Context: an optimization exercise on an open-source flow, tuned for small area, a short achievable clock period and few clock cycles per item. The choices shown serve that exercise and are no tape-out recipe. Function was checked by simulation only, so behaviour that the tests miss may differ from the original. Power figures rest on the tool's default switching activity, not on a simulated workload.

v15:
// mru_page_tag_cache
module mru_page_tag_cache #(
   parameter int SLOTS = mpc_pkg::DEF_SLOTS
) (
   input  logic                              clock,
   input  logic                              reset,
   input  logic                              req_valid,
   output logic                              req_stall,
   input  logic [1:0]                        req_kind,
   input  logic [mpc_pkg::TAG_W-1:0]         req_page_offset,
   output logic                              rsp_valid,
   input  logic                              rsp_stall,
   output logic                              rsp_hit,
   output logic                              rsp_writeback_valid,
   output logic [mpc_pkg::TAG_W-1:0]         rsp_writeback_offset,
   output logic [mpc_pkg::CNT_W-1:0]         rsp_hit_count,
   output logic [mpc_pkg::CNT_W-1:0]         rsp_attempt_count,
   output logic [mpc_pkg::OCC_OUT_W-1:0]     rsp_occupancy,
   input  logic                              psel,
   input  logic                              penable,
   input  logic                              pwrite,
   input  logic [mpc_pkg::ADDR_W-1:0]        paddr,
   input  logic [mpc_pkg::DATA_W-1:0]        pwdata,
   output logic [mpc_pkg::DATA_W-1:0]        prdata,
   output logic                              pready
);
   localparam int SIZE_W = $clog2(SLOTS + 1);
  ...
For scale: about 4,500 cells after synthesis, ~740 flip-flops, roughly 210 I/O pins, about 0.038 sq mm of cells after synthesis.
==> flow/config.mk <==
export PLATFORM = sky130hd
export DESIGN_NAME = mru_page_tag_cache
export DESIGN_NICKNAME = mru_page_tag_cache
export VERILOG_FILES = /design/flow/design.v
export SDC_FILE = /design/flow/constraint.sdc
export NUM_CORES = 4
export LEC_CHECK = 0
export CAP_MARGIN = 20
export CORE_MARGIN = 2
export CORE_UTILIZATION = 50
export SETUP_SLACK_MARGIN = 3.1
export SLEW_MARGIN = 20
export TNS_END_PERCENT = 5
==> flow/constraint.sdc <==
create_clock -name core_clock -period 5.5 [get_ports {clock}]
set_input_delay 1.1000 -clock core_clock [delete_from_list [all_inputs] [get_ports {clock}]]
set_output_delay 1.1000 -clock core_clock [all_outputs]
set_load 0.01 [all_outputs]
standard.sh (not shown) runs the stock make flow with config.mk's settings and CLKGATE_MAP_FILE= SYNTH_SCRIPT=/design/flow/synth_recipe.tcl, a recipe that flattens the netlist after the stock synthesis.
==> flow/flow/run.sh <==
#!/bin/bash
# The standard layout (standard.sh), with one change: the timing repair may
# swap a cell for any cell of the same function, not only one of the same
# footprint, so that the port buffers and complex gates can be resized.
set -euo pipefail
grep -q 'CLKGATE_MAP_FILE= ' standard.sh
sed 's|CLKGATE_MAP_FILE= |CLKGATE_MAP_FILE= MATCH_CELL_FOOTPRINT=0 |' standard.sh > standard_any_footprint.sh
bash standard_any_footprint.sh > layout.log 2>&1
test -f out/final.def
Looking at the reports, v15 completed the entire flow and the layout it produced met the timing, design-rule and antenna checks.
Testbench counts of v15, summed over its fixed seeds: cycles 4,848, items 4,800.
> inputs changed (v15 -> v47)
==> flow/run.sh (new file) <==
#!/bin/bash
# synth_recipe.tcl (not shown) runs the flow's synth.tcl, then flattens the netlist and writes it again
# the make line also repeats each setting of config.mk as NAME=value (left out here)
make -C /OpenROAD-flow-scripts/flow DESIGN_CONFIG=/design/flow/config.mk WORK_HOME=/design/flow/orfs CLKGATE_MAP_FILE= SYNTH_SCRIPT=/design/flow/synth_recipe.tcl finish
removed: flow/flow/run.sh
removed: flow/standard.sh
[summary]
v15 -> v47: tightest hold margin flat. Share of the final layout cell area in sequential cells ends up higher on v47. Delta (v47 minus v15): clock-net power fell about 1%; multi-input combinational cell area now smaller; clock network contribution to total cell area neither gained nor lost much. [v47] worst setup slack rose 0.038 ns relative to v15. Between v15 and v47, the flow reports routed wire length decreasing by a few percent. Relative to v15, share of the clock period used by the worst path after layout has gone down in v47. Via total after detailed routing: higher on v15. In v47 the clock network fraction of total power turned out 0.2 points lower than in v15. Delta(global-route usage, v47 - v15) < 0.
Input changes introduced in v45 (baseline for comparison: v47):
# v47
export LEC_CHECK = 0
export CAP_MARGIN = 20
export CORE_MARGIN = 2
export CORE_UTILIZATION = 50
export SETUP_SLACK_MARGIN = 3.1
export SLEW_MARGIN = 20
export TNS_END_PERCENT = 5
create_clock -name core_clock -period 5.5 [get_ports {clock}]
# v45
export LEC_CHECK = 0
export CAP_MARGIN = 20
export CORE_MARGIN = 2
export CORE_UTILIZATION = 60
export CTS_CLUSTER_DIAMETER = 70
export CTS_CLUSTER_SIZE = 24
export SETUP_SLACK_MARGIN = 3.1
export SLEW_MARGIN = 20
export TNS_END_PERCENT = 5
create_clock -name core_clock -period 5.5 [get_ports {clock}]
[summary]
[v45] part of the total power dissipated in combinational logic rose 1.8 points relative to v47. In v45 relative to v47, chip width had gone down by a little under 10%. Area fraction of clock buffers and clock inverters in v45 is 2.3 points below v47. Looking at number of rows in the core area, v45 sits 9 lower than v47 does. A cell with the largest stage delay on the worst path of sky130_fd_sc_hd__a222oi_1 is what v47 shows, while sky130_fd_sc_hd__a22oi_1 belongs to v45.
[inputs] v51 vs v45
# v45
export LEC_CHECK = 0
export CAP_MARGIN = 20
export CORE_MARGIN = 2
export CORE_UTILIZATION = 60
export CTS_CLUSTER_DIAMETER = 70
export CTS_CLUSTER_SIZE = 24
export SETUP_SLACK_MARGIN = 3.1
export SLEW_MARGIN = 20
export TNS_END_PERCENT = 5
create_clock -name core_clock -period 5.5 [get_ports {clock}]
# v51
export LEC_CHECK = 0
export CAP_MARGIN = 20
export CORE_MARGIN = 2
export CORE_UTILIZATION = 50
export CTS_CLUSTER_DIAMETER = 70
export CTS_CLUSTER_SIZE = 24
export SETUP_SLACK_MARGIN = 3.1
export SLEW_MARGIN = 20
export TNS_END_PERCENT = 5
create_clock -name core_clock -period 5.5 [get_ports {clock}]
Results
v51 has completed all stages; timing, DRC and antenna checks passed.
Cmp v45 and v51 / post-detailed-route wirelength per cell / higher: v45
Core occupancy in the finished layout is higher on v45
v51 — number of post-CTS setup repair buffers 9.2% lower, v45 as reference
Between v45 and v51, the worst-margin pin slew is higher for v45.
Sequential share of power: v45 and v51 compared, higher one is v45
Relative to v45, well tap count has increased by about 16% in v51.
## Diff of input files: v8 against v51
# v51
export LEC_CHECK = 0
export CAP_MARGIN = 20
export CORE_MARGIN = 2
export CORE_UTILIZATION = 50
export CTS_CLUSTER_DIAMETER = 70
export CTS_CLUSTER_SIZE = 24
export SETUP_SLACK_MARGIN = 3.1
export SLEW_MARGIN = 20
export TNS_END_PERCENT = 5
create_clock -name core_clock -period 5.5 [get_ports {clock}]
# v8
export LEC_CHECK = 0
export CAP_MARGIN = 20
export CORE_MARGIN = 2
export CORE_UTILIZATION = 50
export CTS_CLUSTER_DIAMETER = 90
export CTS_CLUSTER_SIZE = 20
export SETUP_SLACK_MARGIN = 3.1
export SLEW_MARGIN = 20
export TNS_END_PERCENT = 5
create_clock -name core_clock -period 5.5 [get_ports {clock}]
--- outcome ---
v8 -> v51: multi-input combinational area share flat
NOTE: final cycle utilization of the critical path in v8 exceeds that of v51
Sort v51 and v8 by clock power, descending, and v51 comes first.
Final non-filler cell total delta (v51 -> v8): insignificant
v51 was routed with fewer vias than v8.
For v40, these inputs were changed with respect to v8:
# v8
export LEC_CHECK = 0
export CAP_MARGIN = 20
export CORE_MARGIN = 2
export CORE_UTILIZATION = 50
export CTS_CLUSTER_DIAMETER = 90
export CTS_CLUSTER_SIZE = 20
export SETUP_SLACK_MARGIN = 3.1
export SLEW_MARGIN = 20
export TNS_END_PERCENT = 5
create_clock -name core_clock -period 5.5 [get_ports {clock}]
# v40
export LEC_CHECK = 0
export CAP_MARGIN = 20
export CORE_MARGIN = 2
export CORE_UTILIZATION = 50
export CTS_CLUSTER_DIAMETER = 70
export CTS_CLUSTER_SIZE = 24
export PLACE_DENSITY = 0.75
export SETUP_SLACK_MARGIN = 3.1
export SLEW_MARGIN = 20
export TNS_END_PERCENT = 5
create_clock -name core_clock -period 5.5 [get_ports {clock}]
Results
v40 against v8: number of standard cells in the final layout excluding fillers now smaller; part of the cycle the worst path needs now smaller; final area now smaller. Between v40 and v8, it is v40 whose source-to-sink clock delay at the later pin of the worst-skew pair is higher, by 0.02 ns. v40 vs v8 on fraction of power consumed by combinational cells: v40 is the lower one. Summary — iteration-0 DRC count of the detailed router, v40 relative to v8: higher, by 108. Taking v8 as the reference, in v40 final critical path time including I/O delays and setup shows a reduction of 0.076 ns, setup slack saw an increase. Looking at worst hold slack after final layout across v8 and v40, the one that comes out higher is v40.


exp/quartz:
mru_page_tag_cache, a different RTL version from the one above (not shown whole).
For scale: ~4300 cells after synthesis, roughly 210 I/O pins.
clock: 5.5 ns
lec_check: 0
cap_margin: 20
core_margin: 2
core_utilization: 50
setup_slack_margin: 3.1
slew_margin: 20
tns_end_percent: 5
run.sh (not shown) runs the stock make flow with config.mk's settings and CLKGATE_MAP_FILE= SYNTH_SCRIPT=/design/flow/synth_recipe.tcl, a recipe that flattens the netlist after the stock synthesis.
Stock flow here: none of the scripts above is used.
No stage failed in exp/quartz, and the final checks on the layout all came back clean.
Testbench counts of exp/quartz, summed over its fixed seeds: cycles 4,848, items 4,800.
diff inputs: exp/quartz => exp/cedar
- CTS_CLUSTER_SIZE newly set to 24
- CTS_CLUSTER_DIAMETER newly set to 70
Notes after the runs:
The run showing the smaller slack of the worst reg-to-reg path is exp/quartz.
Reported for exp/quartz and exp/cedar, final routed DRC violation total turned out identical to the last digit.
Across both runs, clock-pin slew on the worst setup and hold paths was higher for exp/cedar than for exp/quartz.
exp/cedar vs exp/quartz — count of buffer and inverter cells on the critical path rose 1.
On combinational power, exp/cedar tracks exp/quartz almost exactly.
The flip-flop and latch count of exp/quartz and that of exp/cedar are within noise of each other.
In the metrics for exp/quartz and exp/cedar, the one carrying the lower fraction of the cycle the final worst path needs is exp/cedar.
Taking exp/quartz as the reference, in exp/cedar post-cts resize count increased by 4.2% relative to the old numbers; worst setup slack went up 39 ps; overall power of the completed layout moved down; relative area change from synthesis to final layout saw a decrease.
### exp/cedar -> exp/maple
- SETUP_SLACK_MARGIN changed from 3.1 to 2.8
- CTS_CLUSTER_SIZE removed (was 24)
- CORE_UTILIZATION changed from 50 to 60
- CTS_CLUSTER_DIAMETER removed (was 70)
Findings:
The setup slack of exp/maple falls short of that of exp/cedar by 120 ps.
As of exp/maple, leakage power total had fallen by a few percent compared to exp/cedar.
The multi-input logic cell count on exp/cedar is in line with that on exp/maple.
exp/cedar → exp/maple: sequential share of layout area increased by 0.49 points relative to the old numbers, layout clock buffer count increased by 96% relative to the old numbers, die area decreased by about 16% relative to the old numbers, post-route cell area decreased by 1.9% relative to the old numbers, depth of the CTS H-tree increased by 1 relative to the old numbers.
Layout overhead on the synthesized area was higher in exp/cedar than in exp/maple.
Compared with exp/cedar, exp/maple shows a routed length on met1 that is 8.7% lower.

[afterwards: timing with drivers on the ports]
The flow's constraints put no driver on any port. The routed layouts listed below were extracted and timed again, unchanged, in two steps. Step 1 assumes that a clkbuf_16 drives the clock port and a buf_2 every other input. Step 2 adds t to the input delays and takes it off the output delays; t is the mean of the earliest and latest rising clock arrival at the registers after step 1. Input paths then give back, and output paths get back, about the clock's delay inside the block. a / b / c = ideal ports / drivers / drivers and shift; a / b = the first two.
| run | t, ns | setup slack, ns | hold WS [ns] | worst data-port slew with drivers (ns) | pins driven straight from the clock port |
|---|---|---|---|---|---|
| v15 | 0.716 | 2.617 / 2.617 / 2.110 | 0.452 / 0.452 / 0.452 | 0.20 | 1 |
| v47 | 0.709 | 2.655 / 2.655 / 2.188 | 0.451 / 0.451 / 0.451 | 0.16 | 1 |
| v45 | 0.742 | 2.420 / 2.420 / 2.025 | 0.468 / 0.468 / 0.468 | 0.25 | 1 |
| v51 | 0.702 | 2.750 / 2.750 / 2.187 | 0.459 / 0.459 / 0.459 | 0.14 | 1 |
| v8 | 0.694 | 2.596 / 2.596 / 2.068 | 0.458 / 0.458 / 0.458 | 0.15 | 1 |
| v40 | 0.703 | 2.672 / 2.672 / 2.051 | 0.467 / 0.467 / 0.467 | 0.10 | 1 |
| exp/quartz | 0.735 | 2.760 / 2.699 / 1.964 | 0.475 / 0.475 / 0.475 | 0.15 | 1 |
| exp/cedar | 0.718 | 2.799 / 2.717 / 1.999 | 0.479 / 0.479 / 0.479 | 0.15 | 1 |
| exp/maple | 0.708 | 2.676 / 2.655 / 2.010 | 0.479 / 0.479 / 0.479 | 0.12 | 1 |
After both steps setup and hold are still met in every run listed. The setup slack of exp/cedar, which loses most, moves by -0.082 ns with the drivers and by -0.800 ns with both steps.
